This design comes from an exercise in tuning for small area and a short achievable clock period on the open sky130 flow, not from production work.
Where RTL was checked, it was by simulation tests only, not by an equivalence proof against the original.
The RTL of runs 3 to 7 was laid out without a check of its function.
Power is estimated from default activity; no workload was simulated.

==> design/flow/design.v <==
package spi_eeprom_pkg;
   localparam logic [7:0] OP_WREN  = 8'h06;
   localparam logic [7:0] OP_WRDI  = 8'h04;
   localparam logic [7:0] OP_RDSR  = 8'h05;
   localparam logic [7:0] OP_READ  = 8'h03;
   localparam logic [7:0] OP_WRITE = 8'h02;
   typedef enum logic [2:0] {
      IDLE, CMD, ADDR, READ, WRITE, RDSR, IGNORE
   } state_t;
endpackage
module spi_sync_edge #(
   parameter logic RST_VAL = 1'b0
) (
   input  logic i_clk,
   input  logic i_rst,
   input  logic i_d,
   output logic o_q,
   output logic o_rise,
   output logic o_fall
);
   logic r_s1, r_s2, r_s3;
   always_ff @(posedge i_clk) begin
      if (i_rst) begin
         r_s1 <= RST_VAL;
         r_s2 <= RST_VAL;
         r_s3 <= RST_VAL;
      end else begin
         r_s1 <= i_d;
         r_s2 <= r_s1;
         r_s3 <= r_s2;
      end
   end
   assign o_q    = r_s2;
   assign o_rise = r_s2 & ~r_s3;
   assign o_fall = ~r_s2 & r_s3;
endmodule
module spi_eeprom_cell (
   input  logic i_clk,
   input  logic i_wr,
   input  logic i_keep,
   input  logic i_col,
   output logic o_q
);
   always_ff @(posedge i_clk) o_q <= ~((o_q | i_wr) & (i_keep | i_col));
endmodule
module spi_eeprom_rd2 (
   input  logic i_sel_a_n,
   input  logic i_q_a,
   input  logic i_sel_b_n,
   input  logic i_q_b,
   output logic o_y
);
   assign o_y = ~((i_sel_a_n | i_q_a) & (i_sel_b_n | i_q_b));
endmodule
module spi_eeprom_rowdec (
   input  logic i_hi,
   input  logic i_lo,
   input  logic i_hi_wr_n,
   input  logic i_lo_n,
   output logic o_wr,
   output logic o_rsel_n
);
   assign o_wr     = ~(i_hi_wr_n | i_lo_n);
   assign o_rsel_n = ~(i_hi & i_lo);
endmodule
module spi_eeprom_responder #(
   parameter int DEPTH  = 256,
   parameter int ADDR_W = 8,
   parameter int PAGE   = 16
) (
   input  logic FCLK_CLK0,
   input  logic RST,
   input  logic i_sclk,
   input  logic i_mosi,
   input  logic i_ss_n,
   output logic o_miso,
   output logic o_miso_oe,
   output logic o_wel,
   output logic o_cmd_err
);
   spi_eeprom_pkg::state_t              r_state, w_state_nx;
   logic [2:0]          r_bit_cnt;
   logic [7:0]          r_shift_in, r_miso_sr;
   logic [15:0]         r_lo, r_hi;    
   logic                r_wel, r_is_write, r_wr_armed, r_cmd_err;
   logic                r_mosi_s1, r_mosi_s2;
   logic [1:0]          r_ld_pipe;
   logic                r_wpend, r_winc;
   logic r_sclk_s1, r_sclk_s2, r_sclk_s3;
   logic r_sel_s1, r_sel_s2, r_sel_s3;
   logic w_sclk_rise, w_sclk_fall;
   logic w_sel, w_ss_rise, w_ss_fall;
   logic w_byte_done;
   logic [7:0] w_byte;
   logic w_set_wel, w_clr_wel, w_cmd_err, w_ld_sts, w_ld_addr;
   logic w_rd_start, w_rd_next, w_wr_next, w_set_wr, w_set_rd;
   always_ff @(posedge FCLK_CLK0) begin
      if (RST) begin
         r_sclk_s1 <= 1'b0;
         r_sclk_s2 <= 1'b0;
         r_sclk_s3 <= 1'b0;
         r_sel_s1  <= 1'b0;
         r_sel_s2  <= 1'b0;
         r_sel_s3  <= 1'b0;
      end else begin
         r_sclk_s1 <= i_sclk;
         r_sclk_s2 <= r_sclk_s1;
         r_sclk_s3 <= r_sclk_s2;
         r_sel_s1  <= ~i_ss_n;
         r_sel_s2  <= r_sel_s1;
         r_sel_s3  <= r_sel_s2;
      end
   end
   assign w_sclk_rise = r_sclk_s2 & ~r_sclk_s3;
   assign w_sclk_fall = ~r_sclk_s2 & r_sclk_s3;
   assign w_sel       = r_sel_s2;
   assign w_ss_rise   = ~r_sel_s2 & r_sel_s3;
   assign w_ss_fall   = r_sel_s2 & ~r_sel_s3;
   assign w_byte      = {r_shift_in[6:0], r_mosi_s2};
   assign w_byte_done = w_sclk_rise & (r_bit_cnt == 3'd7) & w_sel;
   always_ff @(posedge FCLK_CLK0) begin
      if (RST) r_state <= spi_eeprom_pkg::IDLE;
      else     r_state <= w_state_nx;
   end
   always_comb begin
      w_state_nx = r_state;
      w_set_wel  = 1'b0;
      w_clr_wel  = 1'b0;
      w_cmd_err  = 1'b0;
      w_ld_sts   = 1'b0;
      w_ld_addr  = 1'b0;
      w_rd_start = 1'b0;
      w_rd_next  = 1'b0;
      w_wr_next  = 1'b0;
      w_set_wr   = 1'b0;
      w_set_rd   = 1'b0;
      if (w_ss_rise) begin
         w_state_nx = spi_eeprom_pkg::IDLE;
         w_clr_wel  = r_wr_armed;
      end else begin
         case (r_state)
            spi_eeprom_pkg::IDLE: if (w_ss_fall) w_state_nx = spi_eeprom_pkg::CMD;
            spi_eeprom_pkg::CMD: if (w_byte_done) begin
               case (w_byte)
                  spi_eeprom_pkg::OP_WREN:  begin w_set_wel = 1'b1; w_state_nx = spi_eeprom_pkg::IGNORE; end
                  spi_eeprom_pkg::OP_WRDI:  begin w_clr_wel = 1'b1; w_state_nx = spi_eeprom_pkg::IGNORE; end
                  spi_eeprom_pkg::OP_RDSR:  begin w_ld_sts  = 1'b1; w_state_nx = spi_eeprom_pkg::RDSR;   end
                  spi_eeprom_pkg::OP_READ:  begin w_set_rd  = 1'b1; w_state_nx = spi_eeprom_pkg::ADDR;   end
                  spi_eeprom_pkg::OP_WRITE: begin w_set_wr  = 1'b1; w_state_nx = spi_eeprom_pkg::ADDR;   end
                  default:  begin w_cmd_err = 1'b1; w_state_nx = spi_eeprom_pkg::IGNORE; end
               endcase
            end
            spi_eeprom_pkg::ADDR: if (w_byte_done) begin
               w_ld_addr  = 1'b1;
               w_rd_start = ~r_is_write;
               w_state_nx = r_is_write ? spi_eeprom_pkg::WRITE : spi_eeprom_pkg::READ;
            end
            spi_eeprom_pkg::READ:  if (w_byte_done) w_rd_next = 1'b1;
            spi_eeprom_pkg::WRITE: if (w_byte_done) w_wr_next = 1'b1;
            spi_eeprom_pkg::RDSR:  if (w_byte_done) w_ld_sts  = 1'b1;
            default: ;
         endcase
      end
   end
   always_ff @(posedge FCLK_CLK0) begin
      if (RST) begin
         r_bit_cnt  <= '0;
         r_shift_in <= '0;
         r_miso_sr  <= '0;
         r_lo       <= 16'd1;
         r_hi       <= 16'd1;
         r_wel      <= 1'b0;
         r_is_write <= 1'b0;
         r_wr_armed <= 1'b0;
         r_cmd_err  <= 1'b0;
         r_mosi_s1  <= 1'b0;
         r_mosi_s2  <= 1'b0;
         r_ld_pipe  <= '0;
         r_wpend    <= 1'b0;
         r_winc     <= 1'b0;
      end else begin
         r_mosi_s1 <= i_mosi;
         r_mosi_s2 <= r_mosi_s1;
         r_cmd_err <= w_cmd_err;
         r_ld_pipe <= {r_ld_pipe[0], w_rd_start | w_rd_next};
         r_wpend   <= w_wr_next & r_wel;
         r_winc    <= w_wr_next;
         if (w_ss_fall || w_ss_rise) begin
            r_bit_cnt  <= '0;
            r_shift_in <= '0;
         end else if (w_sclk_rise && w_sel) begin
            r_bit_cnt  <= r_bit_cnt + 3'd1;
            r_shift_in <= w_byte;
         end
         if (w_set_wel)      r_wel <= 1'b1;
         else if (w_clr_wel) r_wel <= 1'b0;
         if (w_set_wr)      r_is_write <= 1'b1;
         else if (w_set_rd) r_is_write <= 1'b0;
         if (w_ss_rise)                     r_wr_armed <= 1'b0;
         else if (w_ld_addr && r_is_write) r_wr_armed <= 1'b1;
         if (w_ld_addr) begin
            r_lo <= 16'd1 << w_byte[3:0];
            r_hi <= 16'd1 << w_byte[7:4];
         end else if (w_rd_next) begin
            r_lo <= {r_lo[14:0], r_lo[15]};
            if (r_lo[15]) r_hi <= {r_hi[14:0], r_hi[15]};
         end else if (r_winc) begin
            r_lo <= {r_lo[14:0], r_lo[15]};
         end
         if (w_ss_fall || w_ss_rise)                    r_miso_sr <= '0;
         else if (w_ld_sts)                             r_miso_sr <= {6'b0, r_wel, 1'b0};
         else if (r_ld_pipe[1] && r_state == spi_eeprom_pkg::READ)      r_miso_sr <= w_rd;
         else if (w_sclk_fall && r_bit_cnt != 3'd0)     r_miso_sr <= {r_miso_sr[6:0], 1'b0};
      end
   end
   logic        r_ph;
   logic [7:0]  w_col;
   logic [7:0]  w_pair [DEPTH/2];    
   logic [7:0][7:0] w_part;          
   logic [7:0][7:0] r_part;
   logic [7:0]  w_rd;
   always_ff @(posedge FCLK_CLK0) r_ph <= ~r_ph;
   assign w_col = {8{~r_wpend}} | (r_shift_in ^ {8{r_ph}});
   logic [15:0] w_hi_wr_n, w_lo_n;
   assign w_hi_wr_n = ~({16{r_wpend}} & r_hi);
   assign w_lo_n    = ~r_lo;
   for (genvar r = 0; r < DEPTH; r++) begin : g_row
      logic w_wr, w_rsel_n;
      logic [7:0] w_q;
      spi_eeprom_rowdec u_dec (
         .i_hi (r_hi[r / 16]), .i_lo (r_lo[r % 16]),
         .i_hi_wr_n (w_hi_wr_n[r / 16]), .i_lo_n (w_lo_n[r % 16]),
         .o_wr (w_wr), .o_rsel_n (w_rsel_n)
      );
      for (genvar c = 0; c < 8; c++) begin : g_bit
         spi_eeprom_cell u_cell (
            .i_clk (FCLK_CLK0), .i_wr (w_wr), .i_keep (w_rsel_n), .i_col (w_col[c]),
            .o_q (w_q[c])
         );
      end
   end
   for (genvar p = 0; p < DEPTH / 2; p++) begin : g_pair
      for (genvar c = 0; c < 8; c++) begin : g_bit
         spi_eeprom_rd2 u_rd (
            .i_sel_a_n (g_row[2*p].w_rsel_n),   .i_q_a (g_row[2*p].w_q[c]),
            .i_sel_b_n (g_row[2*p+1].w_rsel_n), .i_q_b (g_row[2*p+1].w_q[c]),
            .o_y (w_pair[p][c])
         );
      end
   end
   always_comb begin
      for (int k = 0; k < 8; k++) begin
         w_part[k] = '0;
         for (int p = 0; p < 16; p++) w_part[k] = w_part[k] | w_pair[16*k + p];
      end
   end
   always_ff @(posedge FCLK_CLK0) r_part <= w_part;
   always_comb begin
      w_rd = '0;
      for (int k = 0; k < 8; k++) w_rd = w_rd | r_part[k];
      w_rd = w_rd ^ {8{r_ph}};
   end
   assign o_miso    = r_miso_sr[7];
   assign o_miso_oe = w_sel;
   assign o_wel     = r_wel;
   assign o_cmd_err = r_cmd_err;
endmodule
==> design/flow/run.sh <==
#!/bin/bash
# synth_recipe.tcl (not shown) runs the flow's synth.tcl, then flattens the netlist and writes it again
# the make line also repeats each setting of config.mk as NAME=value (left out here)
make -C /OpenROAD-flow-scripts/flow DESIGN_CONFIG=/design/flow/config.mk WORK_HOME=/design/flow/orfs CLKGATE_MAP_FILE= SYNTH_SCRIPT=/design/flow/synth_recipe.tcl finish
==> design/flow/config.mk <==
export PLATFORM = sky130hd
export DESIGN_NAME = spi_eeprom_responder
export DESIGN_NICKNAME = spi_eeprom_responder
export VERILOG_FILES = /design/flow/design.v
export SDC_FILE = /design/flow/constraint.sdc
export NUM_CORES = 4
export LEC_CHECK = 0
export CAP_MARGIN = 20
export CORE_MARGIN = 2
export CORE_UTILIZATION = 45
export CTS_CLUSTER_DIAMETER = 80
export CTS_CLUSTER_SIZE = 30
export PLACE_DENSITY = 0.6
export SETUP_SLACK_MARGIN = 1.8
export SLEW_MARGIN = 20
export SYNTH_HIERARCHICAL = 1
==> design/flow/constraint.sdc <==
create_clock -name core_clock -period 3.8 [get_ports {FCLK_CLK0}]
set_input_delay 0.7600 -clock core_clock [delete_from_list [all_inputs] [get_ports {FCLK_CLK0}]]
set_output_delay 0.7600 -clock core_clock [all_outputs]
set_load 0.01 [all_outputs]
==> results.yml, run 1 <==
run_status:
  outcome: "timing/DRC/antenna clean"
placed_design:
  portBuffers: 8
  gp_congestion: 0.9014
  place_inst: 8602
  hpwl_um: 151500
route:
  routed_wl_um: 246500
  drc: 0
  antenna_left: 0
  via_per_inst: 6.886
  drt_pass1_iterations: 5
  wl_per_cell_um: 27.85
  vias: 60965
  drt_iter0_drc: 6004
clocking:
  clk_pin_slew_ns: 0.10
  root_buffer: "clkbuf_16"
  hold_buffers: 0
  clock_sinks: 2183
  clk_latency_ns: 0.79
  htreeDepth: 3
  cts_max_path_buffers: 3
  cts_made_buffers: 100
  cts_tree: "done"
finish:
  multi_input_area_um2: 28380
  layout.nets: 6764
  fin_cells: 8853
  final_common_cell: "o22ai_1"
  layout_common_cells: "3089 x o22ai_1, 2139 x dfxtp_1, 203 x nor2_2"
  antennaDiodeCount: 0
  fillers: 13575
  final-seq-area_um2: 43840
  drive_above_1_share: 0.1606
  final_util: 0.5293
  syn_to_final_growth_pct: 16.57
synthesis:
  yosysWarnings: 9
  synthCells: 6444
  synth-seq-cells: 2183
  yosysSeqAreaShare: 0.6329
  synth_edf_count: 0
  synth_top_area_frac: 0.6329
  syn_avg_cell_area_um2: 10.72
  netlist_area_um2: 69050
  synth_area_leaders: "dfxtp_1 63%, o22ai_1 28%, nor4_1 2.5%, nand2_1 1.6%, nor2_1 1.5%"
  yosysTopAreaCell: "dfxtp_1"
  synth_flop_cell: "dfxtp_1"
  synthArstFlopShare: 0
  synth_fp_nets: 6454
  ys_types: 46
floorplan:
  die_h_um: 395.7
  die_area_um2: 156600
  die_x_um: 395.7
  coreArea_um2: 152100
  rows: 143
  io_pins: 9
  initial_utilization: 0.4541
critical_path:
  worstSetupPathType: "reg2reg"
  r2r_start: "r_hi[9]"
  path_cells: "nand2_2 > nor2_1 > o22ai_1"
  worstReg2RegEnd: "g_row[149].g_bit[5].u_cell.o_q"
  crit_fanout: 19
  crit_path_end: "g_row[149].g_bit[5].u_cell.o_q"
  required_ns: 4.43
  rr_worst_depth: 3
  critPathSlowestCell: "dfxtp_2"
  slowest_delay_ns: 0.72
  r2r_slack_ns: 1.66
  crit_start: "r_hi[9]"
  arrival_ns: 2.76
  setup.worst_path.end_class: "flip-flop"
  crit_path_start_kind: "flip-flop"
timing:
  grt_setup_unrepaired: "yes"
  slew_headroom: 0.3096
  tightest_slew_ns: 1.026
  slew_violations: 0
  fmax_mhz: 468.3
  fin_crit_sh: 0.5619
  tns_ns: 0
  finalWorstPathRequiredPeriod_ns: 2.135
  skew_ns: 0.05705
  setup_viol: 0
  hold_viol_final: 0
global_route:
  antenna_found_initial: 1
  grt_usage: 0.2993
  grt_pass1_wl_um: 361100
  overflow: 0
  grt_max_degree: 73
  grt_pass1_vias: 54947
power:
  power_w: 0.03636
  p_leak_nw: 27.34
  max-vdd-ir-drop_mv: 0.4209
  powerDensity_nw_per_um2: 451.8
run:
  maxCapViolations: 0
worst_hold_path:
  hp-class: "reg2reg"
  hold_path_startpoint: "g_row[255].g_bit[3].u_cell.o_q"
## registers in the layout, summed over array words and instances (netlist names), 2 cells and up
signal                  count
r_lo                       16
r_state                     3
g_row.g_bit.u_cell.o_q   2048
r_hi                       16
r_part                     64
r_bit_cnt                   3
r_ld_pipe                   2
r_shift_in                  8
r_miso_sr                   8
## Yosys cell counts (all sizes together) (3+ instances only)
cell and n:
a211oi 18, a21oi 17, a31oi 7, and3 13
and3b 3, buf 12, clkbuf 17, dfxtp 2183
ha 5, inv 26, mux2i 37, nand2 299
nand2b 8, nand3 8, nand3b 5, nand4 65
nor2 280, nor2b 16, nor3 6, nor4 274
o21ai 10, o22ai 3094, or2 3, or3 4
or3b 3, xnor2 15
## worst min path at each step
stage                     slack [ns]                              to  cells past startpoint
after floorplan                 0.41                        r_sel_s2                      1
after detailed placement        0.43                    r_ld_pipe[1]                      1
after global placement          0.42                       r_sclk_s2                      1
after CTS                       0.45  g_row[182].g_bit[4].u_cell.o_q                      1
final                           0.45  g_row[255].g_bit[3].u_cell.o_q                      1
after global routing            0.46  g_row[149].g_bit[3].u_cell.o_q                      1
## area by class of cell
class,instances,share of cell area
clock inverters,62,0.009497
multi-input cells,4218,0.3526
well taps,2030,0.03155
flip-flops and latches,2183,0.5446
clock buffers,109,0.03227
repair buffers,225,0.02821
inverters,26,0.001244
## stage by stage
stage          hold WS [ns]  setup WS (ns)  area [um2]
5_1_grt              0.4565          1.606       80490
3_5_place_dp         0.4266          1.006       73110
6_report             0.4469          1.665       80490
3_3_place_gp         0.4171          1.047       73110
4_1_cts              0.4502          1.684       79180
2_1_floorplan        0.4137          1.730       69190
## worst max-delay path: cells and delay by family, from the launching register on
kind	cells	cell delay (ns)
simple gates	2	1.08
flops	1	0.72
compound gates	1	0.18
## timing repair
item                                    4_1_cts  5_1_grt
pin swaps                                    20       23
gates resized for setup                     605      246
gates cloned                                 11        3
buffers inserted                             39       27
endpoints found under the hold margin         0        0
endpoints found under the setup margin     2154      999
## routing by layer
metal	vias to the layer above	part of all wire	wire length, um	track usage
met5	-	0	0	0
met4	0	0.048	11780	0.1242
met3	533	0.081	19930	0.04471
met2	2642	0.44	107800	0.4541
met1	30136	0.43	107000	0.4255
li1	27654	-	-	-
## Yosys stat by module, one instance, submodules excluded
module | area [um2] | times used | flip-flops and latches | cells
spi_eeprom_cell | 26.28 | 2048 | 1 | 2
spi_eeprom_rd2 | 6.256 | 1024 | 0 | 1
spi_eeprom_responder | 6915 | 1 | 135 | 812
spi_eeprom_rowdec | 7.507 | 256 | 0 | 2
## where the power goes
part	leakage (nW)	switching (W)	internal, W
combinational	7.32	0.0000368	0.0000239
clock	1.63	0.00806	0.00539
sequential	18.4	0.00000953	0.0228
total	27.3	0.00810	0.0283
## kinds of logic after synthesis
family,count (synthesis),share of synthesized area
XOR/XNOR,15,0.001903
buffers and inverters,55,0.003461
AO/OA/AOI/OAI,3157,0.2862
flip-flops,2183,0.6329
adder cells (fa/ha/maj),5,0.0009059
multiplexers,37,0.005363
AND/OR/NAND/NOR,992,0.06929
==> run 2, diff against run 1 <==
--- a/design/flow/config.mk
+++ b/design/flow/config.mk
@@ -9,6 +9,6 @@
 export CORE_MARGIN = 2
-export CORE_UTILIZATION = 45
+export CORE_UTILIZATION = 55
 export CTS_CLUSTER_DIAMETER = 80
 export CTS_CLUSTER_SIZE = 30
-export PLACE_DENSITY = 0.6
+export PLACE_DENSITY = 0.65
 export SETUP_SLACK_MARGIN = 1.8
==> run 2 against run 1 <==
Compared with the run above:
- still clean on timing, DRC and antenna
- sequential share of layout area increased by 0.63 points
- clock skew shrank 0.026 ns
- hold slack better by 0.00088 ns
- first-iteration DRC count up 8.4%
- routed wire length is 0.99% lower
- global-route usage up 6.5 points
- count of clock-buffer cells in the layout fell by 12
- non-clock buffer count rose by 42
- clock power fell by 7%
- setup slack improved by 0.035 ns
- largest cell class unchanged
==> results.yml, run 2 <==
run_status:
  outcome: "timing/DRC/antenna clean"
worst_hold_path:
  hp-class: "reg2reg"
  hold_path_startpoint: "g_row[229].g_bit[5].u_cell.o_q"
power:
  p_leak_nw: 26.94
  powerDensity_nw_per_um2: 443.6
  max-vdd-ir-drop_mv: 0.3616
critical_path:
  crit_start: "r_sel_s2"
  crit_path_start_kind: "flip-flop"
  worstSetupPathType: "reg2reg"
  crit_buf_inv: 2
  arrival_ns: 2.77
  setup.worst_path.end_class: "flip-flop"
  path_cells: "buf_12 > inv_6 > ha_4 > or3b_4 > or3_4 > or3_4 > o22ai_2"
  r2r_start: "r_sel_s2"
  crit_fanout: 5
  required_ns: 4.47
  critPathSlowestCell: "or3_4"
  crit_top_cell: "or3_4"
  slowest_delay_ns: 0.43
  crit_family: "simple AND/OR/NAND/NOR gates"
clocking:
  root_buffer: "clkbuf_16"
  clock_sinks: 2183
  clk_pin_slew_ns: 0.11
  cts_max_path_buffers: 3
  htreeDepth: 3
  hold_buffers: 0
  cts_tree: "done"
  cts_made_buffers: 93
  clk_latency_ns: 0.76
route:
  via_per_inst: 7.211
  antenna_left: 0
  drt_iter0_drc: 6509
  vias: 61210
  drt_pass1_iterations: 6
  wl_per_cell_um: 28.76
  routed_wl_um: 244100
  drc: 0
floorplan:
  die_area_um2: 128400
  initial_utilization: 0.5521
  rows: 130
  coreArea_um2: 125100
  die_x_um: 358.3
  io_pins: 9
  die_h_um: 358.3
global_route:
  met2_usage: 0.5357
  grt_max_degree: 85
  antenna_found_initial: 8
  top_usage_layer: "met2"
  grt_use_met3: 0.08254
  grt_pass1_wl_um: 356200
  grt_usage: 0.3641
  overflow: 0
  grt_pass1_vias: 54730
  met1_usage: 0.4980
placed_design:
  portBuffers: 8
  gp_congestion: 0.9040
  hpwl_um: 147600
timing:
  tightest_slew_ns: 0.9631
  hold_viol_final: 0
  slew_violations: 0
  slew_headroom: 0.3520
  setup_viol: 0
  tns_ns: 0
  fmax_mhz: 476.1
  skew_ns: 0.03111
  grt_setup_unrepaired: "yes"
  finalWorstPathRequiredPeriod_ns: 2.100
  fin_crit_sh: 0.5527
finish:
  final_common_cell: "o22ai_1"
  drive_above_1_share: 0.1527
  layout_common_cells: "3090 x o22ai_1, 2138 x dfxtp_1, 202 x buf_4"
  regMostFlops: "g_row.g_bit.u_cell.o_q"
  largest_register_ffs: 2048
  syn_to_final_growth_pct: 15.23
  reg_top3: "g_row.g_bit.u_cell.o_q (2048), r_part (64)"
  fillers: 10066
  layout.nets: 6802
  final_util: 0.6362
synthesis:
  yosys-top-cells-count: "3094 x o22ai_1, 2183 x dfxtp_1, 299 x nand2_1, 280 x nor2_1, 272 x nor4_1"
  synth_top_family_by_area: "compound AO/OA/AOI/OAI gates"
  synthCells: 6444
  synth_flop_cell: "dfxtp_1"
  synth-seq-cells: 2183
  yosysWarnings: 9
  ys_types: 46
  yosys.area_share.adder: 0.0009059
  syn_avg_cell_area_um2: 10.72
  synth_compound_area_frac: 0.2862
  yosysSeqAreaShare: 0.6329
  synth_top_area_frac: 0.6329
  synth_area_leaders: "dfxtp_1 63%, o22ai_1 28%, nor4_1 2.5%, nand2_1 1.6%, nor2_1 1.5%"
  synth.area.mux_share: 0.005363
  synth_edf_count: 0
  netlist_area_um2: 69050
  yosysTopAreaCell: "dfxtp_1"
  synthSimpleGateAreaFrac: 0.06929
  post-synth-top-count-cell: "o22ai_1"
  synth-xor-area-share: 0.001902
  synthArstFlopShare: 0
  synth_fp_nets: 6454
run:
  maxCapViolations: 0
==> run 2: cell count changes in the layout (fill, tap and decap cells not counted), moves of 11 or more <==
cell | previous run | this run
buf_4 | 165 | 202
nand2_1 | 61 | 74
nand2_4 | 61 | 50
nor2_1 | 50 | 77
nor2_2 | 203 | 181
nor4_1 | 137 | 165
nor4_2 | 108 | 89
==> run 2: cell families (layout without fill, tap and decap cells) <==
| group | after synthesis | after routing |
|---|---|---|
| buf+inv | 55 | 428 |
| mux | 37 | 37 |
| simple gates | 992 | 1007 |
| xor+xnor | 15 | 15 |
| other cells | 0 | 6 |
| fa+ha+maj | 5 | 5 |
| flops | 2183 | 2183 |
| compound gates | 3157 | 3157 |
==> run 2: per-layer routing <==
metal	up-vias	routed length, um	share of wire
met3	629	23280	0.095
met1	30115	101300	0.41
met4	8	13960	0.057
li1	27661	-	-
met5	-	47	0.00019
met2	2797	105500	0.43
==> run 2: area by class of cell <==
type,count,area (um2),area share
tap,1650,2064,0.02594
timing repair buffer,267,2661,0.03344
antenna,6,15.01,0.0001887
multi-input combinational,4221,28030,0.3522
clock inverter,38,456.7,0.005739
sequential,2183,43840,0.5510
inverter,26,102.6,0.001289
clock buffer,97,2405,0.03022
==> run 2: what timing repair did <==
| item | in CTS | in global routing |
|---|---|---|
| gates resized for setup | 572 | 197 |
| pin swaps | 27 | 29 |
| buffers inserted | 49 | 40 |
| gates cloned | 16 | 1 |
| endpoints found under the setup margin | 2154 | 1040 |
==> run 2: final timing paths <==
path	endpoint	slack (ns)	cells after the start
setup / recovery	r_hi[9]	1.70	7
hold / removal	g_row[229].g_bit[5].u_cell.o_q	0.45	1
setup reg to reg	r_hi[9]	1.70	7
hold reg to reg	g_row[229].g_bit[5].u_cell.o_q	0.45	1
==> run 2: per-module statistics from Yosys (local to each module, per instance) <==
module / cell area, um2 / times used / cells inside / flops+latches
spi_eeprom_rowdec: 7.507 / 256 / 2 / 0
spi_eeprom_cell: 26.28 / 2048 / 2 / 1
spi_eeprom_rd2: 6.256 / 1024 / 1 / 0
spi_eeprom_responder: 6915 / 1 / 812 / 135
==> run 2: report_power, final <==
| group | leakage (nW) | total (W) | switching, W | internal [W] |
|---|---|---|---|---|
| clock network | 1.38 | 0.0124 | 0.00751 | 0.00487 |
| logic | 7.16 | 0.0000616 | 0.0000365 | 0.0000250 |
| registers | 18.4 | 0.0229 | 0.00000916 | 0.0228 |
==> run 2: per-stage QoR <==
stage	setup slack, ns	cell area, um2	hold WS, ns	instances	power, W
2_1_floorplan	1.730	69190	0.4137	6444	0.02343
3_3_place_gp	1.044	72620	0.4167	8241	0.02345
3_5_place_dp	1.026	72620	0.4308	8241	0.02345
4_1_cts	1.683	78290	0.4502	8441	0.03537
5_1_grt	1.663	79560	0.4575	8484	0.03616
6_report	1.700	79570	0.4478	8488	0.03530
==> run 3, diff against run 2 <==
--- a/design/flow/design.v
+++ b/design/flow/design.v
@@ -179,2 +179,3 @@
          r_wpend    <= 1'b0;
+         r_hi_wr_n  <= '1;
          r_winc     <= 1'b0;
@@ -186,2 +187,3 @@
          r_wpend   <= w_wr_next & r_wel;
+         r_hi_wr_n <= ~({16{w_wr_next & r_wel}} & r_hi);
          r_winc    <= w_wr_next;
@@ -223,4 +225,3 @@
    assign w_col = {8{~r_wpend}} | (r_shift_in ^ {8{r_ph}});
-   logic [15:0] w_hi_wr_n, w_lo_n;
-   assign w_hi_wr_n = ~({16{r_wpend}} & r_hi);
+   logic [15:0] r_hi_wr_n, w_lo_n;
    assign w_lo_n    = ~r_lo;
@@ -231,3 +232,3 @@
          .i_hi (r_hi[r / 16]), .i_lo (r_lo[r % 16]),
-         .i_hi_wr_n (w_hi_wr_n[r / 16]), .i_lo_n (w_lo_n[r % 16]),
+         .i_hi_wr_n (r_hi_wr_n[r / 16]), .i_lo_n (w_lo_n[r % 16]),
          .o_wr (w_wr), .o_rsel_n (w_rsel_n)
--- a/design/flow/config.mk
+++ b/design/flow/config.mk
@@ -13,3 +13,3 @@
 export PLACE_DENSITY = 0.65
-export SETUP_SLACK_MARGIN = 1.8
+export SETUP_SLACK_MARGIN = 1.4
 export SLEW_MARGIN = 20
==> run 3 against run 2 <==
Compared with the run above:
- still clean
- synthesized cell count grew 0.48%
- clock power is essentially flat
- maximum frequency is 16% lower
- highest routed layer unchanged
==> results.yml, run 3 <==
global_route:
  antenna_found_initial: 11
  grt_max_degree: 104
  grt_pass1_wl_um: 340200
  overflow: 0
  grt_usage: 0.3392
  grt_pass1_vias: 53278
timing:
  tightest_slew_ns: 1.079
  setup_slack_ns: 1.307
  tns_ns: 0
  fmax_mhz: 401.1
  slew_headroom: 0.2740
  skew_ns: 0.03585
  slew_violations: 0
  setup_viol: 0
  grt_setup_unrepaired: "yes"
  hold_viol_final: 0
  finalWorstPathRequiredPeriod_ns: 2.493
  fin_crit_sh: 0.6561
power:
  max-vdd-ir-drop_mv: 0.3972
  p_leak_nw: 25.18
  combPwrFrac: 0.001
  p_sw_w: 0.007463
  p_clk_frac: 0.349
  powerDensity_nw_per_um2: 467.0
  p_sw_frac: 0.2105
  internal-power_w: 0.02800
  seq_power_share: 0.650
critical_path:
  crit_fanout: 74
  arrival_ns: 3.08
  r2r_start: "r_ph"
  setup.worst_path.end_class: "flip-flop"
  required_ns: 4.38
  worstSetupPathType: "reg2reg"
  crit_start: "r_ph"
  crit_path_start_kind: "flip-flop"
synthesis:
  synth-seq-cells: 2199
  syn_avg_cell_area_um2: 10.72
  ys_types: 57
  synth_top_area_frac: 0.6344
  synth_fp_nets: 6485
  synth_flop_cell: "dfxtp_1"
  yosysTopAreaCell: "dfxtp_1"
  synth_edf_count: 0
  yosysWarnings: 9
  synthArstFlopShare: 0
  yosys-top-cells-count: "3072 x o22ai_1, 2199 x dfxtp_1, 312 x nor2_1, 311 x nand2_1, 273 x nor4_1"
  synth_area_leaders: "dfxtp_1 63%, o22ai_1 28%, nor4_1 2.5%, nor2_1 1.7%, nand2_1 1.7%"
  synthCells: 6475
  yosysSeqAreaShare: 0.6344
  netlist_area_um2: 69390
  post-synth-top-count-cell: "o22ai_1"
route:
  drc: 0
  via_per_inst: 7.230
  drt_iter0_drc: 6790
  routed_wl_um: 233900
  antenna_left: 0
  wl_per_cell_um: 28.05
  vias: 60286
  drt_pass1_iterations: 6
finish:
  drive_above_1_share: 0.06074
  largest_register_ffs: 2048
  final_common_cell: "o22ai_1"
  regMostFlops: "g_row.g_bit.u_cell.o_q"
  syn_to_final_growth_pct: 9.418
  reg_top3: "g_row.g_bit.u_cell.o_q (2048), r_part (64)"
  fin_cells: 8338
  layout_common_cells: "3072 x o22ai_1, 2169 x dfxtp_1, 308 x nor2_1"
  layout.nets: 6657
clocking:
  clk_pin_slew_ns: 0.11
  hold_buffers: 0
  cts_max_path_buffers: 3
  clock_sinks: 2199
  root_buffer: "clkbuf_16"
  htreeDepth: 3
  cts_made_buffers: 91
  clk_latency_ns: 0.75
  cts_tree: "done"
floorplan:
  io_pins: 9
  die_h_um: 359.2
  initial_utilization: 0.5533
  die_x_um: 359.2
  die_area_um2: 129000
  coreArea_um2: 125400
  rows: 130
placed_design:
  place_inst: 8188
  gp_congestion: 0.8977
  portBuffers: 8
  hpwl_um: 143400
  place_ws_ns: 0.5392
run_status:
  outcome: "timing/DRC/antenna clean"
worst_hold_path:
  hp-class: "in2reg"
  hold_path_startpoint: "RST"
run:
  maxCapViolations: 0
[run 3: kinds of logic (layout without fill, tap and decap cells)]
logic type                 count (synthesis)  in the layout  share of synthesized area
AOI/OAI and AO/OA                       3149           3150                     0.2854
xor gates and xnor gates                  15             15                   0.001893
adders and majority gates                  5              5                  0.0009016
buffers and inverters                     60            263                   0.003823
DFF                                     2199           2199                     0.6344
muxes                                     17             17                   0.002470
other                                      0              4                          0
and+or+nand+nor                         1030           1035                    0.07111
[run 3: critical path, stage by stage (launching register included)]
cell and delay, ns:
dfxtp_1 0.75, xnor2_1 0.28, nand2_8 0.61, buf_4 0.48
o22ai_1 0.16
[run 3: final timing paths]
kind                                          to  slack, ns  depth (start not counted)
setup reg to reg  g_row[192].g_bit[5].u_cell.o_q       1.31                          4
hold reg to reg    g_row[79].g_bit[0].u_cell.o_q       0.45                          1
hold / removal                        r_state[1]       0.41                          3
setup / recovery  g_row[192].g_bit[5].u_cell.o_q       1.31                          4
[run 3: per-stage QoR]
| stage | util | area (um2) | hold slack (ns) | power [W] |
|---|---|---|---|---|
| 3_3_place_gp | 0.5776 | 72440 | 0.4191 | 0.02362 |
| 2_1_floorplan | - | 69430 | 0.4138 | 0.02360 |
| 4_1_cts | 0.6022 | 75510 | 0.3540 | 0.03552 |
| 5_1_grt | 0.6054 | 75920 | 0.3742 | 0.03636 |
| 3_5_place_dp | 0.5777 | 72440 | 0.4358 | 0.02362 |
| 6_report | 0.6054 | 75930 | 0.4142 | 0.03546 |
[run 3: power groups by stage]
stage | clock network [W] | registers (W) | logic, W
floorplan | 0 | 0.0236 | 0.0000310
finish | 0.0124 | 0.0230 | 0.0000450
global route | 0.0133 | 0.0230 | 0.0000481
detailed placement | 0 | 0.0236 | 0.0000427
CTS | 0.0124 | 0.0230 | 0.0000429
global placement | 0 | 0.0236 | 0.0000426
[run 3: what timing repair did]
item,4_1_cts,5_1_grt
endpoints found under the setup margin,1149,302
setup buffers,0,10
gates resized for setup,70,76
pin swaps,1,5
gates cloned,0,6
[run 3: area by class of cell]
type	count	area, um2
Multi-Input combinational cell	4222	25750
Fill cell	10498	49480
Tap cell	1650	2064
Clock buffer	101	2452
Sequential cell	2199	44100
Clock inverter	29	374.1
Antenna cell	4	10.01
Timing Repair Buffer	108	1084
Inverter	25	98.84
[run 3: per-module statistics from Yosys, one instance, submodules excluded]
module | area, um2 | flops+latches | cells | copies in the design
spi_eeprom_rd2 | 6.256 | 0 | 1 | 1024
spi_eeprom_responder | 7252 | 151 | 843 | 1
spi_eeprom_cell | 26.28 | 1 | 2 | 2048
spi_eeprom_rowdec | 7.507 | 0 | 2 | 256
[run 3: per-layer routing]
metal / global-route usage / wire, um
met1: 0.4829 / 99360
met2: 0.5097 / 102300
met3: 0.05702 / 20810
met5: 0 / 12
met4: 0.1450 / 11440
==> run 4, diff against run 3 <==
--- a/design/flow/config.mk
+++ b/design/flow/config.mk
@@ -9,7 +9,7 @@
 export CORE_MARGIN = 2
-export CORE_UTILIZATION = 55
+export CORE_UTILIZATION = 45
 export CTS_CLUSTER_DIAMETER = 80
 export CTS_CLUSTER_SIZE = 30
-export PLACE_DENSITY = 0.65
-export SETUP_SLACK_MARGIN = 1.4
+export PLACE_DENSITY = 0.6
+export SETUP_SLACK_MARGIN = 1.7
 export SLEW_MARGIN = 20
==> run 4 against run 3 <==
Compared with the run above:
- global-route usage decreased by 4.5 points
- routed wire length grew 3.2%
- non-clock buffer count rose by 127
- via count up 0.31%
- setup slack better by 0.33 ns
- largest power group unchanged
- largest cell class unchanged
- power rose by 2.5%
- sequential power hardly changed
- critical path depth is 2 higher
- maximum frequency grew 15%
- highest routed layer is now met4
- still clean
==> results.yml, run 4 <==
power:
  powerDensity_nw_per_um2: 459.5
  p_leak_nw: 26.34
  max-vdd-ir-drop_mv: 0.3881
critical_path:
  crit_path_start_kind: "flip-flop"
  r2r_start: "r_lo[7]"
  crit_start: "r_lo[7]"
  arrival_ns: 2.74
  crit_fanout: 16
  worstSetupPathType: "reg2reg"
  required_ns: 4.38
  setup.worst_path.end_class: "flip-flop"
clocking:
  clock_sinks: 2199
  cts_tree: "done"
  cts_max_path_buffers: 3
  htreeDepth: 3
  cts_made_buffers: 97
  root_buffer: "clkbuf_16"
  clk_latency_ns: 0.75
  clk_pin_slew_ns: 0.11
global_route:
  grt_pass1_vias: 54733
  overflow: 0
  grt_pass1_wl_um: 357600
  grt_max_degree: 97
  antenna_found_initial: 5
  grt_usage: 0.2943
synthesis:
  synthArstFlopShare: 0
  synth_area_leaders: "dfxtp_1 63%, o22ai_1 28%, nor4_1 2.5%, nor2_1 1.7%, nand2_1 1.7%"
  yosysSeqAreaShare: 0.6344
  synth_fp_nets: 6485
  post-synth-top-count-cell: "o22ai_1"
  synth_edf_count: 0
  yosys-top-cells-count: "3072 x o22ai_1, 2199 x dfxtp_1, 312 x nor2_1, 311 x nand2_1, 273 x nor4_1"
  ys_types: 57
  synthCells: 6475
  yosysTopAreaCell: "dfxtp_1"
  synth_top_area_frac: 0.6344
  netlist_area_um2: 69390
  yosysWarnings: 9
  synth_flop_cell: "dfxtp_1"
  synth-seq-cells: 2199
  syn_avg_cell_area_um2: 10.72
finish:
  fin_cells: 8886
  final_util: 0.5146
  reg_top3: "g_row.g_bit.u_cell.o_q (2048), r_part (64)"
  regMostFlops: "g_row.g_bit.u_cell.o_q"
  largest_register_ffs: 2048
  layout.nets: 6792
  drive_above_1_share: 0.1238
  layout_common_cells: "3072 x o22ai_1, 2157 x dfxtp_1, 207 x nor2_1"
  fillers: 13782
  final_common_cell: "o22ai_1"
  syn_to_final_growth_pct: 13.98
timing:
  fin_crit_sh: 0.5692
  grt_setup_unrepaired: "yes"
  slew_violations: 0
  tightest_slew_ns: 1.185
  setup_viol: 0
  holdWs_ns: 0.4045
  slew_headroom: 0.2030
  tns_ns: 0
  hold_viol_final: 0
  setup_slack_ns: 1.637
  finalWorstPathRequiredPeriod_ns: 2.163
  skew_ns: 0.03719
  fmax_mhz: 462.3
placed_design:
  hpwl_um: 149400
  place_ws_ns: 1.145
  place_inst: 8685
  portBuffers: 8
  gp_congestion: 0.8713
floorplan:
  die_x_um: 396.7
  coreArea_um2: 153700
  die_h_um: 396.7
  initial_utilization: 0.4515
  die_area_um2: 157400
  io_pins: 9
  rows: 144
worst_hold_path:
  hold_path_startpoint: "RST"
  hp-class: "in2reg"
route:
  via_per_inst: 6.806
  routed_wl_um: 241300
  drt_pass1_iterations: 6
  antenna_left: 0
  drc: 0
  vias: 60475
  drt_iter0_drc: 6247
  wl_per_cell_um: 27.16
run:
  maxCapViolations: 0
run_status:
  outcome: "timing/DRC/antenna clean"
==> run 4: cell counts after synthesis <==
Identical to the previous run, type by type.
==> run 4: where the power goes <==
part | internal [W] | switching, W
sequential | 0.0230 | 0.00000637
combinational | 0.0000167 | 0.0000327
clock | 0.00550 | 0.00777
total | 0.0285 | 0.00781
==> run 4: critical path, stage by stage (launching register included) <==
cell and delay, ns:
dfxtp_4 0.54, buf_4 0.30, nand2_1 0.08, buf_4 0.22, o22ai_1 0.13, nor4_1 0.46
nand4_1 0.24
==> run 4: cell type report <==
class | count | area (um2) | area share
timing repair buffer | 235 | 2137 | 0.02702
clock buffer | 105 | 2562 | 0.03240
antenna | 1 | 2.502 | 0.00003164
sequential | 2199 | 44140 | 0.5580
inverter | 25 | 107.6 | 0.001360
clock inverter | 53 | 693.2 | 0.008764
multi-input combinational | 4224 | 26900 | 0.3401
tap | 2044 | 2557 | 0.03233
==> run 4: modules after synthesis, one instance, submodules excluded <==
module	times used	flops+latches	area, um2
spi_eeprom_rd2	1024	0	6.256
spi_eeprom_cell	2048	1	26.28
spi_eeprom_responder	1	151	7252
spi_eeprom_rowdec	256	0	7.507
==> run 4: path summary, 6_finish.rpt <==
kind / slack [ns] / cells past startpoint / to
hold reg to reg: 0.45 / 1 / g_row[213].g_bit[4].u_cell.o_q
setup / recovery: 1.64 / 6 / r_part[4]
setup reg to reg: 1.64 / 6 / r_part[4]
hold / removal: 0.40 / 3 / r_state[1]
==> run 4: metrics by stage <==
step	power (W)	instance area, um2
floorplan	0.02360	69520
global placement	0.02362	73690
detailed placement	0.02362	73690
CTS	0.03655	78370
global route	0.03739	79090
finish	0.03634	79090
==> run 4: kinds of logic (layout without fill, tap and decap cells) <==
| logic type | count (synthesis) | count (layout) | synth area share |
|---|---|---|---|
| AOI/OAI and AO/OA | 3149 | 3149 | 0.2854 |
| DFF | 2199 | 2199 | 0.6344 |
| and+or+nand+nor | 1030 | 1038 | 0.07111 |
| buffers and inverters | 60 | 418 | 0.003823 |
| muxes | 17 | 17 | 0.002470 |
| xor gates and xnor gates | 15 | 15 | 0.001893 |
| adders and majority gates | 5 | 5 | 0.0009016 |
| other | 0 | 1 | 0 |
==> run 4: per-layer routing <==
layer,vias up,track usage,share of wire
met3,440,0.04408,0.082
li1,27719,-,-
met4,0,0.1164,0.041
met5,-,0,0
met1,29801,0.4237,0.44
met2,2515,0.4426,0.44
==> run 4: what timing repair did <==
item / 4_1_cts / 5_1_grt
endpoints found under the setup margin: 2048 / 376
hold buffers: 0 / 0
gates resized for setup: 347 / 141
hold endpoints to repair: 0 / 0
gates cloned: 8 / 1
buffers inserted: 12 / 21
pin swaps: 10 / 20
==> run 5, diff against run 4 <==
--- a/design/flow/design.v
+++ b/design/flow/design.v
@@ -84,2 +84,3 @@
    logic [15:0]         r_lo, r_hi;    
+   logic [15:0]         r_lo_n;        
    logic                r_wel, r_is_write, r_wr_armed, r_cmd_err;
@@ -180,2 +181,3 @@
          r_hi_wr_n  <= '1;
+         r_lo_n     <= ~16'd1;
          r_winc     <= 1'b0;
@@ -203,9 +205,12 @@
          if (w_ld_addr) begin
-            r_lo <= 16'd1 << w_byte[3:0];
+            r_lo   <= 16'd1 << w_byte[3:0];
+            r_lo_n <= ~(16'd1 << w_byte[3:0]);
             r_hi <= 16'd1 << w_byte[7:4];
          end else if (w_rd_next) begin
-            r_lo <= {r_lo[14:0], r_lo[15]};
+            r_lo   <= {r_lo[14:0], r_lo[15]};
+            r_lo_n <= {r_lo_n[14:0], r_lo_n[15]};
             if (r_lo[15]) r_hi <= {r_hi[14:0], r_hi[15]};
          end else if (r_winc) begin
-            r_lo <= {r_lo[14:0], r_lo[15]};
+            r_lo   <= {r_lo[14:0], r_lo[15]};
+            r_lo_n <= {r_lo_n[14:0], r_lo_n[15]};
          end
@@ -225,4 +230,3 @@
    assign w_col = {8{~r_wpend}} | (r_shift_in ^ {8{r_ph}});
-   logic [15:0] r_hi_wr_n, w_lo_n;
-   assign w_lo_n    = ~r_lo;
+   logic [15:0] r_hi_wr_n;
    for (genvar r = 0; r < DEPTH; r++) begin : g_row
@@ -232,3 +236,3 @@
          .i_hi (r_hi[r / 16]), .i_lo (r_lo[r % 16]),
-         .i_hi_wr_n (r_hi_wr_n[r / 16]), .i_lo_n (w_lo_n[r % 16]),
+         .i_hi_wr_n (r_hi_wr_n[r / 16]), .i_lo_n (r_lo_n[r % 16]),
          .o_wr (w_wr), .o_rsel_n (w_rsel_n)
--- a/design/flow/config.mk
+++ b/design/flow/config.mk
@@ -9,6 +9,6 @@
 export CORE_MARGIN = 2
-export CORE_UTILIZATION = 45
+export CORE_UTILIZATION = 55
 export CTS_CLUSTER_DIAMETER = 80
 export CTS_CLUSTER_SIZE = 30
-export PLACE_DENSITY = 0.6
+export PLACE_DENSITY = 0.65
 export SETUP_SLACK_MARGIN = 1.7
==> run 5 against run 4 <==
Compared with the run above:
- still clean
- die area fell by 17%
- core utilization rose by 10 points
- setup slack got worse by 0.072 ns
- synthesized cell count rose by 0.90%
- clock skew down 0.0043 ns
- final area shrank 1.7%
- maximum frequency is 3.2% lower
- count of clock-buffer cells in the layout down 5
- clock power down 8%
- routed wire length grew 1.9%
- largest power group unchanged
- highest routed layer is now met5
==> results.yml, run 5 <==
run_status:
  outcome: "timing/DRC/antenna clean"
clocking:
  clock_sinks: 2215
  clk_latency_ns: 0.75
  root_buffer: "clkbuf_16"
  clk_pin_slew_ns: 0.12
  cts_made_buffers: 89
  hold_buffers: 0
  htreeDepth: 3
  cts_max_path_buffers: 3
  cts_tree: "done"
run:
  maxCapViolations: 0
floorplan:
  die_h_um: 360.8
  coreArea_um2: 125900
  io_pins: 9
  rows: 130
  die_x_um: 360.8
  initial_utilization: 0.5560
  die_area_um2: 130100
synthesis:
  ys_types: 54
  synth_top_area_frac: 0.6335
  yosys-top-cells-count: "3072 x o22ai_1, 2215 x dfxtp_1, 315 x nand2_1, 295 x nor2_1, 275 x nor4_1"
  synth_area_leaders: "dfxtp_1 63%, o22ai_1 27%, nor4_1 2.5%, nand2_1 1.7%, nor2_1 1.6%"
  synth_fp_nets: 6543
  synth_flop_cell: "dfxtp_1"
  synthArstFlopShare: 0
  netlist_area_um2: 70000
  post-synth-top-count-cell: "o22ai_1"
  synth-seq-cells: 2215
  yosysSeqAreaShare: 0.6335
  yosysWarnings: 9
  yosysTopAreaCell: "dfxtp_1"
  synthCells: 6533
  syn_avg_cell_area_um2: 10.71
  synth_edf_count: 0
power:
  powerDensity_nw_per_um2: 457.8
  max-vdd-ir-drop_mv: 0.3759
  p_leak_nw: 25.84
global_route:
  grt_max_degree: 99
  grt_usage: 0.3610
  antenna_found_initial: 8
  met2_usage: 0.5344
  grt_pass1_vias: 55405
  top_usage_layer: "met2"
  grt_pass1_wl_um: 360600
  grt_use_met3: 0.07706
  met1_usage: 0.5049
  overflow: 0
timing:
  setup_viol: 0
  grt_setup_unrepaired: "yes"
  skew_ns: 0.03284
  slew_headroom: 0.1473
  slew_violations: 0
  fin_crit_sh: 0.5881
  tns_ns: 0
  finalWorstPathRequiredPeriod_ns: 2.235
  hold_viol_final: 0
  fmax_mhz: 447.5
  holdWs_ns: 0.4482
  tightest_slew_ns: 1.279
critical_path:
  worstSetupPathType: "reg2reg"
  required_ns: 4.40
  critPathSlowestCell: "nor4_1"
  setup.worst_path.end_class: "flip-flop"
  crit_path_start_kind: "flip-flop"
  crit_fanout: 16
  slowest_delay_ns: 0.62
  crit_family: "simple AND/OR/NAND/NOR gates"
  crit_buf_inv: 1
  arrival_ns: 2.83
  path_cells: "buf_4 > nand2_2 > o22ai_1 > nor4_1 > nand4_1"
placed_design:
  gp_congestion: 0.9004
  hpwl_um: 147000
  portBuffers: 8
route:
  routed_wl_um: 245900
  drt_iter0_drc: 7194
  drc: 0
  wl_per_cell_um: 29.26
  drt_pass1_iterations: 8
  via_per_inst: 7.320
  antenna_left: 0
  vias: 61530
worst_hold_path:
  hp-class: "reg2reg"
finish:
  layout.nets: 6730
  layout_common_cells: "3072 x o22ai_1, 2154 x dfxtp_1, 293 x nor2_1"
  drive_above_1_share: 0.09372
  final_common_cell: "o22ai_1"
  regMostFlops: "g_row.g_bit.u_cell.o_q"
  syn_to_final_growth_pct: 11.11
  largest_register_ffs: 2048
  reg_top3: "g_row.g_bit.u_cell.o_q (2048), r_part (64)"
==> run 5: changes by cell type after synthesis, sizes merged, moves of 14 or more <==
cell	before	now
clkbuf	14	29
o21ai	10	24
inv	25	10
nor2	315	295
dfxtp	2199	2215
nand2b	4	21
a221o	1	15
a21oi	10	26
==> run 5: logic make-up after synthesis <==
logic type | after synthesis | synth area share
compound gates | 3203 | 0.2881
flops | 2215 | 0.6335
simple gates | 1034 | 0.07141
buf+inv | 51 | 0.002878
xor+xnor | 15 | 0.001877
mux | 10 | 0.001430
fa+ha+maj | 5 | 0.0008937
==> run 5: area by class of cell <==
| cell class | count | area (um2) |
|---|---|---|
| diodes | 2 | 5.005 |
| clock buffers | 100 | 2416 |
| clock inverters | 25 | 355.3 |
| fillers | 10645 | 48120 |
| inverters | 11 | 45.04 |
| multi-input cells | 4282 | 27170 |
| flip-flops and latches | 2215 | 44480 |
| well taps | 1650 | 2064 |
| repair buffers | 121 | 1245 |
==> run 5: Yosys stat by module (local to each module, per instance) <==
module	cells inside	times used	area, um2
spi_eeprom_cell	2	2048	26.28
spi_eeprom_rowdec	2	256	7.507
spi_eeprom_rd2	1	1024	6.256
spi_eeprom_responder	901	1	7861
==> run 5: where the power goes <==
group / internal (W) / switching, W / total, W
registers: 0.0232 / 0.00000937 / 0.0232
clock network: 0.00502 / 0.00732 / 0.0123
logic: 0.0000188 / 0.0000428 / 0.0000616
total: 0.0282 / 0.00738 / 0.0356
==> run 5: metrics by stage <==
stage	area, um2	utilization	total power (W)	worst slack, ns	instances
2_1_floorplan	70170	-	0.02378	1.694	6533
3_3_place_gp	72990	0.5798	0.02380	0.9582	8239
3_5_place_dp	73030	0.5800	0.02380	0.9912	8241
6_report	77780	0.6178	0.03561	1.565	8406
5_1_grt	77770	0.6178	0.03653	1.580	8404
4_1_cts	77210	0.6133	0.03568	1.654	8393
==> run 5: what timing repair did <==
action | in CTS | in global routing
gates resized for setup | 308 | 117
pin swaps | 11 | 10
setup endpoints to repair | 1707 | 616
gates cloned | 17 | 2
buffers inserted | 10 | 9
==> run 5: worst paths after layout <==
kind | startpoint | end | slack, ns | depth (start not counted)
max | r_lo[9] | r_part[8] | 1.57 | 5
min | g_row[69].g_bit[6].u_cell.o_q | g_row[69].g_bit[6].u_cell.o_q | 0.45 | 1
max reg2reg | r_lo[9] | r_part[8] | 1.57 | 5
min reg2reg | g_row[69].g_bit[6].u_cell.o_q | g_row[69].g_bit[6].u_cell.o_q | 0.45 | 1
==> run 5: layer usage <==
layer	vias up	routed length, um
li1	27699	-
met1	30245	103300
met2	2947	105700
met3	625	23780
met4	14	13130
met5	-	95
==> run 5: worst reg2reg max path: cells and delay by family (launching register included) <==
family	cells	cell delay (ns)
compound gates	1	0.16
flops	1	0.49
simple gates	3	1.13
buf+inv	1	0.32
==> run 6, diff against run 5 <==
--- a/design/flow/config.mk
+++ b/design/flow/config.mk
@@ -13,3 +13,3 @@
 export PLACE_DENSITY = 0.65
-export SETUP_SLACK_MARGIN = 1.7
+export SETUP_SLACK_MARGIN = 1.9
 export SLEW_MARGIN = 20
==> run 6 against run 5 <==
Compared with the run above:
- still clean on timing, DRC and antenna
- critical path depth increased by 3
- setup slack better by 0.11 ns
- non-clock buffer count increased by 111
- die area is the same
- first-iteration DRC count is 12% higher
- sequential cell count did not move
- global-route usage is 0.69 points higher
- critical path type unchanged
- largest cell class unchanged
==> results.yml, run 6 <==
timing:
  setup_viol: 0
  fin_crit_sh: 0.5584
  tns_ns: 0
  setup_slack_ns: 1.678
  slew_violations: 0
  grt_setup_unrepaired: "yes"
  hold_viol_final: 0
  skew_ns: 0.03806
  tightest_slew_ns: 1.292
  finalWorstPathRequiredPeriod_ns: 2.122
  slew_headroom: 0.1389
  fmax_mhz: 471.2
route:
  vias: 62823
  antenna_left: 0
  routed_wl_um: 255800
  drt_pass1_iterations: 10
  drt_iter0_drc: 8053
  wl_per_cell_um: 29.98
  drc: 0
  via_per_inst: 7.362
synthesis:
  ys_types: 54
  synthCells: 6533
  synth_fp_nets: 6543
  synth_flop_cell: "dfxtp_1"
  syn_avg_cell_area_um2: 10.71
  synthArstFlopShare: 0
  yosysWarnings: 9
  post-synth-top-count-cell: "o22ai_1"
  netlist_area_um2: 70000
  synth_area_leaders: "dfxtp_1 63%, o22ai_1 27%, nor4_1 2.5%, nand2_1 1.7%, nor2_1 1.6%"
  yosysTopAreaCell: "dfxtp_1"
  synth_edf_count: 0
  yosysSeqAreaShare: 0.6335
  synth_top_area_frac: 0.6335
  yosys-top-cells-count: "3072 x o22ai_1, 2215 x dfxtp_1, 315 x nand2_1, 295 x nor2_1, 275 x nor4_1"
  synth-seq-cells: 2215
power:
  internal-power_w: 0.02817
  p_sw_w: 0.007621
  seq_power_share: 0.648
  p_sw_frac: 0.2129
  powerDensity_nw_per_um2: 443.1
  max-vdd-ir-drop_mv: 0.4231
  combPwrFrac: 0.002
  p_clk_frac: 0.350
  p_leak_nw: 27.91
worst_hold_path:
  hp-class: "in2reg"
floorplan:
  rows: 130
  die_x_um: 360.8
  io_pins: 9
  initial_utilization: 0.5560
  coreArea_um2: 125900
  die_area_um2: 130100
  die_h_um: 360.8
critical_path:
  critPathSlowestCell: "dfxtp_2"
  setup.worst_path.end_class: "flip-flop"
  slowest_delay_ns: 0.37
  crit_buf_inv: 2
  crit_top_cell: "ha_4"
  path_cells: "ha_4 > ha_4 > nand4b_4 > buf_4 > buf_6 > nor4_4 > a21oi_1 > a221o_1"
  worstSetupPathType: "reg2reg"
  required_ns: 4.45
  r2r_slack_ns: 1.68
  arrival_ns: 2.77
  crit_family: "compound AO/OA/AOI/OAI gates"
  crit_fanout: 6
  crit_path_start_kind: "flip-flop"
finish:
  layout.nets: 6852
  reg_top3: "g_row.g_bit.u_cell.o_q (2048), r_part (64)"
  final_util: 0.6416
  largest_register_ffs: 2048
  syn_to_final_growth_pct: 15.39
  fin_cells: 8533
  final_common_cell: "o22ai_1"
  regMostFlops: "g_row.g_bit.u_cell.o_q"
  antennaDiodeCount: 0
  layout_common_cells: "3065 x o22ai_1, 2149 x dfxtp_1, 281 x nor2_1"
  drive_above_1_share: 0.1369
clocking:
  root_buffer: "clkbuf_16"
  cts_max_path_buffers: 3
  clk_latency_ns: 0.76
  htreeDepth: 3
  clk_pin_slew_ns: 0.11
  clock_sinks: 2215
  cts_tree: "done"
  cts_made_buffers: 92
run_status:
  outcome: "timing/DRC/antenna clean"
placed_design:
  hpwl_um: 145000
  place_ws_ns: 1.008
  gp_congestion: 0.9037
  portBuffers: 8
  place_inst: 8224
global_route:
  grt_usage: 0.3679
  grt_pass1_wl_um: 366500
  grt_max_degree: 91
  grt_pass1_vias: 55844
  overflow: 0
  antenna_found_initial: 13
run:
  maxCapViolations: 0
run 6: cell counts after synthesis:
Identical to the previous run, type by type.
run 6: what timing repair did:
action                     4_1_cts  5_1_grt
gates resized for setup        548      208
gates cloned                    22        9
setup endpoints to repair     2193      966
pin swaps                       34       46
hold buffers                     0        0
setup buffers                  106       37
run 6: cell families (layout without fill, tap and decap cells):
kind of cell | after synthesis | after routing | share of synthesized area
buffers and inverters | 51 | 378 | 0.002878
AO/OA/AOI/OAI | 3203 | 3203 | 0.2881
adder cells (fa/ha/maj) | 5 | 5 | 0.0008937
flip-flops | 2215 | 2215 | 0.6335
XOR/XNOR | 15 | 15 | 0.001877
AND/OR/NAND/NOR | 1034 | 1057 | 0.07141
multiplexers | 10 | 10 | 0.001430
run 6: through the flow:
stage / instance area [um2] / total power [W] / hold WS, ns
2_1_floorplan: 70230 / 0.02378 / 0.4137
3_3_place_gp: 72960 / 0.02380 / 0.4180
3_5_place_dp: 72960 / 0.02380 / 0.4354
4_1_cts: 79280 / 0.03581 / 0.3442
5_1_grt: 80770 / 0.03662 / 0.3756
6_report: 80770 / 0.03579 / 0.4016
run 6: final timing paths:
kind / cells after the start / start / end
hold / removal: 2 / RST / r_sel_s3
hold reg to reg: 1 / g_row[79].g_bit[3].u_cell.o_q / g_row[79].g_bit[3].u_cell.o_q
setup / recovery: 8 / r_bit_cnt[1] / r_lo_n[6]
setup reg to reg: 8 / r_bit_cnt[1] / r_lo_n[6]
run 6: routing by layer:
metal	vias up	share of wire	global-route usage
met5	-	0.0011	0
met4	22	0.061	0.1828
met3	747	0.10	0.07280
met2	3242	0.43	0.5511
met1	30810	0.41	0.5078
li1	28002	-	-
run 6: power groups by stage:
stage	registers, W	clock network (W)	logic, W
3_3_place_gp	0.0237	0	0.0000512
5_1_grt	0.0232	0.0134	0.0000801
3_5_place_dp	0.0237	0	0.0000519
2_1_floorplan	0.0237	0	0.0000366
4_1_cts	0.0232	0.0126	0.0000706
6_report	0.0232	0.0125	0.0000784
run 6: area by class of cell:
type	instances	area [um2]
clock inverters	31	382.9
flip-flops and latches	2215	44540
well taps	1650	2064
fillers	10105	45120
clock buffers	104	2461
repair buffers	232	2635
multi-input cells	4290	28650
inverters	11	42.54
run 6: Yosys stat by module (local to each module, per instance):
| module | cells | area, um2 | flops+latches |
|---|---|---|---|
| spi_eeprom_rowdec | 2 | 7.507 | 0 |
| spi_eeprom_cell | 2 | 26.28 | 1 |
| spi_eeprom_responder | 901 | 7861 | 167 |
| spi_eeprom_rd2 | 1 | 6.256 | 0 |
==> run 7, diff against run 6 <==
--- a/design/flow/design.v
+++ b/design/flow/design.v
@@ -64,2 +64,15 @@
    assign o_rsel_n = ~(i_hi & i_lo);
+endmodule
+module spi_eeprom_nor2 (
+   input  logic i_a,
+   input  logic i_b,
+   output logic o_y
+);
+   assign o_y = ~(i_a | i_b);
+endmodule
+module spi_eeprom_nand4 (
+   input  logic [3:0] i_a,
+   output logic       o_y
+);
+   assign o_y = ~&i_a;
 endmodule
@@ -225,4 +238,4 @@
    logic [7:0]  w_pair [DEPTH/2];    
-   logic [7:0][7:0] w_part;          
-   logic [7:0][7:0] r_part;
+   logic [7:0][7:0] w_part_n;        
+   logic [7:0][7:0] r_part_n;
    logic [7:0]  w_rd;
@@ -255,13 +268,22 @@
    end
+   for (genvar k = 0; k < 8; k++) begin : g_grp
+      for (genvar c = 0; c < 8; c++) begin : g_bit
+         logic [7:0] w_n2;
+         logic [1:0] w_n4;
+         for (genvar j = 0; j < 8; j++) begin : g_n2
+            spi_eeprom_nor2 u_n2 (
+               .i_a (w_pair[16*k + 2*j][c]), .i_b (w_pair[16*k + 2*j + 1][c]), .o_y (w_n2[j])
+            );
+         end
+         for (genvar j = 0; j < 2; j++) begin : g_n4
+            spi_eeprom_nand4 u_n4 (.i_a (w_n2[4*j +: 4]), .o_y (w_n4[j]));
+         end
+         spi_eeprom_nor2 u_o (.i_a (w_n4[0]), .i_b (w_n4[1]), .o_y (w_part_n[k][c]));
+      end
+   end
+   always_ff @(posedge FCLK_CLK0) r_part_n <= w_part_n;
    always_comb begin
-      for (int k = 0; k < 8; k++) begin
-         w_part[k] = '0;
-         for (int p = 0; p < 16; p++) w_part[k] = w_part[k] | w_pair[16*k + p];
-      end
-   end
-   always_ff @(posedge FCLK_CLK0) r_part <= w_part;
-   always_comb begin
-      w_rd = '0;
-      for (int k = 0; k < 8; k++) w_rd = w_rd | r_part[k];
-      w_rd = w_rd ^ {8{r_ph}};
+      w_rd = '1;
+      for (int k = 0; k < 8; k++) w_rd = w_rd & r_part_n[k];
+      w_rd = ~w_rd ^ {8{r_ph}};
    end
--- a/design/flow/config.mk
+++ b/design/flow/config.mk
@@ -13,3 +13,3 @@
 export PLACE_DENSITY = 0.65
-export SETUP_SLACK_MARGIN = 1.9
+export SETUP_SLACK_MARGIN = 1.8
 export SLEW_MARGIN = 20
==> run 7 against run 6 <==
Compared with the run above:
- sequential share of layout area increased by 0.51 points
- synthesized area grew 1.5%
- core utilization down 1.6 points
- cell count grew 4.8%
- synthesized cell count grew 6.2%
- die area grew 1.5%
- first-iteration DRC count decreased by 11%
- clock power hardly changed
- setup slack lost 0.12 ns
- sequential power barely moved
- register-to-register slack worse by 0.12 ns
- clock skew rose by 0.012 ns
==> results.yml, run 7 <==
synthesis:
  yosysWarnings: 9
  synth_flop_cell: "dfxtp_1"
  synth_area_leaders: "dfxtp_1 62%, o22ai_1 27%, nor2_1 4.7%, nand2_1 1.6%, nand4_1 1.3%"
  yosysSeqAreaShare: 0.6238
  synthArstFlopShare: 0
  netlist_area_um2: 71080
  yosysTopAreaCell: "dfxtp_1"
  synth_top_area_frac: 0.6238
  synth_edf_count: 0
  post-synth-top-count-cell: "o22ai_1"
  synth-seq-cells: 2215
  yosys-top-cells-count: "3074 x o22ai_1, 2215 x dfxtp_1, 886 x nor2_1, 298 x nand2_1, 150 x nand4_1"
  ys_types: 59
  synth_fp_nets: 6951
  synthCells: 6941
  syn_avg_cell_area_um2: 10.24
placed_design:
  hpwl_um: 147700
  place_inst: 8710
  portBuffers: 8
  gp_congestion: 0.8925
floorplan:
  die_x_um: 363.5
  io_pins: 9
  coreArea_um2: 127800
  initial_utilization: 0.5560
  rows: 131
  die_h_um: 363.5
  die_area_um2: 132100
global_route:
  overflow: 0
  grt_pass1_vias: 55592
  grt_usage: 0.3520
  grt_pass1_wl_um: 356600
  antenna_found_initial: 5
  grt_max_degree: 84
worst_hold_path:
  hp-class: "reg2reg"
finish:
  layout.nets: 7251
  largest_register_ffs: 2048
  regMostFlops: "g_row.g_bit.u_cell.o_q"
  layout_common_cells: "3073 x o22ai_1, 2156 x dfxtp_1, 876 x nor2_1"
  syn_to_final_growth_pct: 12.48
  reg_top3: "g_row.g_bit.u_cell.o_q (2048), r_part_n (64)"
  drive_above_1_share: 0.09742
  fin_cells: 8944
  final_common_cell: "o22ai_1"
power:
  p_leak_nw: 26.99
  max-vdd-ir-drop_mv: 0.4540
  powerDensity_nw_per_um2: 446.5
timing:
  fin_crit_sh: 0.5909
  skew_ns: 0.04983
  finalWorstPathRequiredPeriod_ns: 2.245
  tns_ns: 0
  slew_headroom: 0.2287
  setup_viol: 0
  hold_viol_final: 0
  tightest_slew_ns: 1.157
  slew_violations: 0
  grt_setup_unrepaired: "yes"
  fmax_mhz: 445.4
clocking:
  clk_pin_slew_ns: 0.11
  cts_max_path_buffers: 3
  clk_latency_ns: 0.77
  cts_made_buffers: 92
  cts_tree: "done"
  htreeDepth: 3
  clock_sinks: 2215
  root_buffer: "clkbuf_16"
run:
  maxCapViolations: 0
critical_path:
  crit_fanout: 8
  crit_top_cell: "buf_6"
  setup.worst_path.end_class: "flip-flop"
  worstSetupPathType: "reg2reg"
  arrival_ns: 2.91
  crit_path_start_kind: "flip-flop"
  slowest_delay_ns: 0.37
  critPathSlowestCell: "dfxtp_2"
  required_ns: 4.46
  path_cells: "ha_4 > ha_4 > nand4b_1 > buf_6 > buf_6 > buf_6 > buf_6 > nor4_4 > buf_4 > clkbuf_16 > nor3_2 > a41oi_1"
route:
  drt_iter0_drc: 7198
  drc: 0
  via_per_inst: 7.043
  drt_pass1_iterations: 6
  routed_wl_um: 246800
  antenna_left: 0
  vias: 62991
  wl_per_cell_um: 27.60
run_status:
  outcome: "timing/DRC/antenna clean"
[run 7: path summary, 6_finish.rpt]
kind                                        from                        endpoint  slack [ns]  depth (start not counted)
setup reg to reg                    r_bit_cnt[1]                         r_hi[0]        1.55                         12
hold reg to reg   g_row[105].g_bit[7].u_cell.o_q  g_row[105].g_bit[7].u_cell.o_q        0.45                          1
hold / removal    g_row[105].g_bit[7].u_cell.o_q  g_row[105].g_bit[7].u_cell.o_q        0.45                          1
setup / recovery                    r_bit_cnt[1]                         r_hi[0]        1.55                         12
[run 7: stage by stage]
step	total power, W	hold WS, ns	worst slack, ns	cell area (um2)	util
after floorplan	0.02378	0.4138	1.732	71290	-
after CTS	0.03581	0.4505	1.625	78600	0.6148
after global routing	0.03666	0.4583	1.513	79940	0.6253
final	0.03570	0.4480	1.555	79950	0.6254
after global placement	0.02380	0.4262	1.099	74720	0.5844
after detailed placement	0.02380	0.4285	1.076	74720	0.5844
[run 7: cell families after synthesis]
group                      share of synthesized area
AOI/OAI and AO/OA                             0.2823
xor gates and xnor gates                    0.001971
adders and majority gates                  0.0008801
buffers and inverters                       0.003274
DFF                                           0.6238
muxes                                       0.002394
and+or+nand+nor                              0.08537
[run 7: power breakdown]
part	switching, W	total, W	internal, W
clock	0.00754	0.0124	0.00489
sequential	0.00000918	0.0232	0.0232
combinational	0.0000529	0.0000810	0.0000280
[run 7: routing by layer]
layer  track usage  routed length (um)  part of all wire  vias up
met2        0.5280              107800              0.44     2901
met1        0.4941              103600              0.42    30671
li1              -                   -                 -    28850
met4        0.1572               12810             0.052        4
met5             0                  27           0.00011        -
met3       0.06625               22650             0.092      565
[run 7: timing repair]
action | CTS | global route
setup endpoints to repair | 650 | 915
pin swaps | 31 | 35
gates cloned | 13 | 8
hold buffers | 0 | 0
setup buffers | 36 | 42
resized for setup | 176 | 243
[run 7: critical path: cells and delay by family (launching register included)]
family / cells / cell delay (ns)
simple gates: 3 / 0.46
flops: 1 / 0.37
buf+inv: 6 / 0.83
fa+ha+maj: 2 / 0.28
compound gates: 1 / 0.20
[run 7: per-module statistics from Yosys (local to each module, per instance)]
module,flip-flops and latches,times used,cells inside
spi_eeprom_responder,167,1,605
spi_eeprom_nor2,0,576,1
spi_eeprom_rowdec,0,256,2
spi_eeprom_rd2,0,1024,1
spi_eeprom_cell,1,2048,2
spi_eeprom_nand4,0,128,1
[run 7: area by class of cell]
type | instances | area [um2]
multi-input combinational | 4686 | 27980
antenna | 4 | 10.01
timing repair buffer | 235 | 2536
tap | 1662 | 2079
sequential | 2215 | 44490
inverter | 11 | 41.29
clock buffer | 99 | 2391
fill | 10698 | 47890
clock inverter | 32 | 425.4

port drivers added, routing unchanged:
No port has a modelled driver above. Below, the same layouts with a new extraction and two added sets of constraints. Step 1: set_driving_cell puts a clkbuf_16 on FCLK_CLK0 and a buf_2 on each other input, an assumption about the parent block. Step 2 also shifts input and output timing later by t, the mid clock arrival at the registers, as if the neighbouring blocks saw the same clock. Slacks: ideal ports / drivers / drivers and shift; pairs: ideal ports / drivers.
run	shift t [ns]	setup slack, ns	worst hold slack (ns)
run 1	0.839	1.665 / 1.631 / 1.192	0.447 / 0.437 / 0.447
run 2	0.823	1.700 / 1.628 / 1.330	0.448 / 0.448 / 0.448
run 3	0.811	1.307 / 1.307 / 1.307	0.414 / 0.358 / 0.448
run 4	0.819	1.637 / 1.637 / 1.197	0.405 / 0.355 / 0.447
run 5	0.808	1.565 / 1.565 / 1.219	0.448 / 0.448 / 0.448
run 6	0.826	1.678 / 1.662 / 1.342	0.402 / 0.344 / 0.448
run 7	0.836	1.555 / 1.555 / 1.206	0.448 / 0.448 / 0.448
After both steps setup and hold are still met in every run listed. The setup slack of run 1, which loses most, moves by -0.034 ns with the drivers and by -0.473 ns with both steps.
